From an optimization exercise on the open Yosys and OpenROAD flow, aimed at small area, a short achievable clock period and few clock cycles per item; shortcuts taken in it are not production practice. RTL that was checked went through simulation tests only; none was proved equivalent to the original. No activity file was given, so power comes from the tool's default toggle rates.

build 80:
==> flow/design.v (excerpt) <==
module sobel_top #(
    parameter int IMG_WIDTH  = 160,
    parameter int IMG_HEIGHT = 120,
    parameter int ADDR_W     = 15
) (
    input  logic                 clk,
    input  logic                 rst_n,
    input  logic                 psel,
    input  logic                 penable,
    input  logic                 pwrite,
    input  sobel_pkg::apb_addr_t paddr,
    input  sobel_pkg::apb_data_t pwdata,
    output sobel_pkg::apb_data_t prdata,
    output logic                 pready,
    output logic                 pslverr,
    output logic                 src_rd_en,
    output logic [ADDR_W-1:0]    src_addr,
    input  sobel_pkg::rgb_t      src_data,
    output logic                 edge_we,
    output logic [ADDR_W-1:0]    edge_addr,
    output logic                 edge_bit
);
Size in the first run: ~1600 cells after synthesis, roughly 290 flip-flops.
Settings: LEC_CHECK=0, CAP_MARGIN=20, CORE_MARGIN=2, CORE_UTILIZATION=40, CTS_CLUSTER_DIAMETER=80, CTS_CLUSTER_SIZE=24, SETUP_SLACK_MARGIN=3.1, SLEW_MARGIN=20; clock period 5.5 ns.
standard.sh (not shown) runs the stock make flow with config.mk's settings and CLKGATE_MAP_FILE= SYNTH_SCRIPT=/design/flow/synth_recipe.tcl, a recipe that flattens the netlist after the stock synthesis.
==> flow/flow/run.sh <==
#!/bin/bash
# The standard flow, with three changes to how the layout is made:
#  - Yosys's adder-cell mapping is off (adders are left as plain gates for ABC),
#  - ABC uses its area script,
#  - the port buffers are buf_2 cells instead of the slow delay-buffer cell that
#    buffer_ports picks by default.
set -euo pipefail
bash standard.sh ADDER_MAP_FILE= ABC_AREA=1 "BUFFER_PORTS_ARGS=-buffer_cell sky130_fd_sc_hd__buf_2" finish > flow_standard.log 2>&1
Relative to build 80, the following input files were edited for build 30:
--- a/flow/design.v
+++ b/flow/design.v
@@ -355,15 +355,15 @@
     output logic                 src_rd_en,
     output logic [ADDR_W-1:0]    src_addr,
     input  sobel_pkg::rgb_t      src_data,
     output logic                 edge_we,
     output logic [ADDR_W-1:0]    edge_addr,
     output logic                 edge_bit
 );
-    localparam int L      = 14;
+    localparam int L      = 12;
     localparam int K      = L - 2;
     localparam int NSTRIP = (IMG_HEIGHT - 2 + K - 1) / K;
     localparam int J_LAST = (IMG_HEIGHT - 1) - (NSTRIP - 1) * K;
     localparam int CH     = 2 * L + 3;
     localparam logic [ADDR_W-1:0] STEP_ROW   = ADDR_W'(IMG_WIDTH);
     localparam logic [ADDR_W-1:0] STEP_COL   = ADDR_W'(1 - (L - 1) * IMG_WIDTH);
     localparam logic [ADDR_W-1:0] STEP_STRIP = ADDR_W'(-IMG_WIDTH - (IMG_WIDTH - 1));
@@ -546,14 +546,14 @@
         if (!rst_n) begin
             busy       <= 1'b0;
             done       <= 1'b0;
             last_count <= '0;
         end else if (start) begin
             busy <= 1'b1;
             done <= 1'b0;
-        end else if (busy && rd_done && (v == 4'd0)) begin
+        end else if (busy && rd_done && (v == 4'd0) && !cnt_inc) begin
             busy       <= 1'b0;
             done       <= 1'b1;
-            last_count <= cnt_next;
+            last_count <= cnt;
         end
     end
 endmodule
Findings:
- Diff build 80 -> build 30: total routed wirelength went up about 6.5%; post-synthesis register bit count went down 5.5%; final core utilization held; data arrival time of the worst path held.
- STATUS via count: build 30 loses against build 80
- Build 30 — cell count 3.1% higher, build 80 as reference
- Summary of the comparison: clock network power share is lower in build 30, relative to build 80.
- The run showing the smaller instance count of the mapped netlist is build 80.
- Non-clock buffer count in the final layout came out lower on build 30 than on build 80.
- Higher flip-flop and latch share of the layout cell area goes to build 80 over build 30.
- Re global routing met3 resource utilization: build 80 and build 30 aren't equal, and the higher value belongs to build 30.
Function was not checked in any run of this note: the RTL went through the layout flow alone.

job 7233:
Another version of the RTL of sobel_top (not shown whole).
Size in the first run: ~1,600 cells after synthesis, roughly 120 I/O pins, about 12,000 µm² of cells after synthesis.
clock: 5.5 ns
lec_check: 0
cap_margin: 20
core_margin: 2
core_utilization: 40
cts_cluster_diameter: 80
cts_cluster_size: 24
setup_slack_margin: 3.1
slew_margin: 20
Scripts as last shown in full above: flow/flow/run.sh
Looking at the reports, job 7233 completed the entire flow and the layout it produced met the timing, DRC and antenna checks.
Testbench counts of job 7233, summed over its fixed seeds: cycles 358,704, frames 16.
For job 2172, these inputs were changed with respect to job 7233:
--- a/flow/design.v
+++ b/flow/design.v
@@ -353,19 +353,19 @@
     output logic                 pready,
     output logic                 pslverr,
     output logic                 src_rd_en,
     output logic [ADDR_W-1:0]    src_addr,
     input  sobel_pkg::rgb_t      src_data,
     output logic                 edge_we,
     output logic [ADDR_W-1:0]    edge_addr,
     output logic                 edge_bit
 );
-    localparam int L      = 14;
+    localparam int L      = 12;
     localparam int K      = L - 2;
     localparam int NSTRIP = (IMG_HEIGHT - 2 + K - 1) / K;
     localparam int J_LAST = (IMG_HEIGHT - 1) - (NSTRIP - 1) * K;
     localparam int CH     = 2 * L + 3;
     localparam logic [ADDR_W-1:0] STEP_ROW   = ADDR_W'(IMG_WIDTH);
     localparam logic [ADDR_W-1:0] STEP_COL   = ADDR_W'(1 - (L - 1) * IMG_WIDTH);
     localparam logic [ADDR_W-1:0] STEP_STRIP = ADDR_W'(-IMG_WIDTH - (IMG_WIDTH - 1));
     localparam logic [ADDR_W-1:0] EDGE_INIT  = ADDR_W'(-3 * IMG_WIDTH + (IMG_WIDTH - 1) - IMG_WIDTH - 1);
     logic [12:0] thresh;
@@ -544,16 +544,16 @@
     end
     always_ff @(posedge clk or negedge rst_n) begin
         if (!rst_n) begin
             busy       <= 1'b0;
             done       <= 1'b0;
             last_count <= '0;
         end else if (start) begin
             busy <= 1'b1;
             done <= 1'b0;
-        end else if (busy && rd_done && (v == 4'd0) && !cnt_inc) begin
+        end else if (busy && rd_done && (v == 4'd0)) begin
             busy       <= 1'b0;
             done       <= 1'b1;
-            last_count <= cnt;
+            last_count <= cnt_next;
         end
     end
 endmodule
Notes after the runs:
Job 2172 ran to completion and came out clean on the timing, DRC and antenna checks. Leakage power figure: job 2172 higher than job 7233. Via count in job 2172 is 229 higher than in job 7233. Fraction of power consumed by combinational cells in job 2172 vs job 7233: up 1.0 points. Where wire length of the first global-routing pass is concerned, job 7233 is outperformed by job 2172. Job 7233 → job 2172: number of buffers inserted to repair setup after CTS climbed 3, clock insertion delay at the later pin of the skew report essentially unchanged, global-route usage increased 0.36 points, non-clock inverter count in the final layout fell by 3. Diff job 7233 -> job 2172 | power consumed by sequential cells | down by a few percent. Taking job 7233 as the reference, in job 2172 maximum clock frequency held steady, met1 layer usage reported by global route grew by 0.84 points, routed wire length held steady, post-layout total power held steady.
Testbench counts of job 2172, summed over its fixed seeds: cycles 368,928, frames 16.

## afterwards: timing with drivers on the ports
No port has a modelled driver above. Below, the same layouts with a new extraction and two added sets of constraints.
Step 1 assumes that a clkbuf_16 drives the clock port and a buf_2 every other input.
Step 2, shift: input delay + t, output delay - t, t = (earliest + latest rising clock arrival at the registers) / 2. This alone moves slack from input paths to output paths.
Three values: no drivers, after step 1, after step 2; two values: the first two.
| run | t (ns) | setup slack, ns | hold slack, ns |
|---|---|---|---|
| build 80 | 0.548 | 3.245 / 3.245 / 2.746 | 0.323 / 0.323 / 0.323 |
| build 30 | 0.540 | 3.284 / 3.243 / 2.778 | 0.321 / 0.321 / 0.321 |
| job 7233 | 0.539 | 3.263 / 3.216 / 2.858 | 0.325 / 0.325 / 0.325 |
| job 2172 | 0.543 | 3.269 / 3.219 / 2.878 | 0.318 / 0.318 / 0.318 |
After both steps every run listed still meets setup and hold. The setup slack of build 30, which loses most, moves by -0.041 ns with the drivers and by -0.506 ns with both steps.
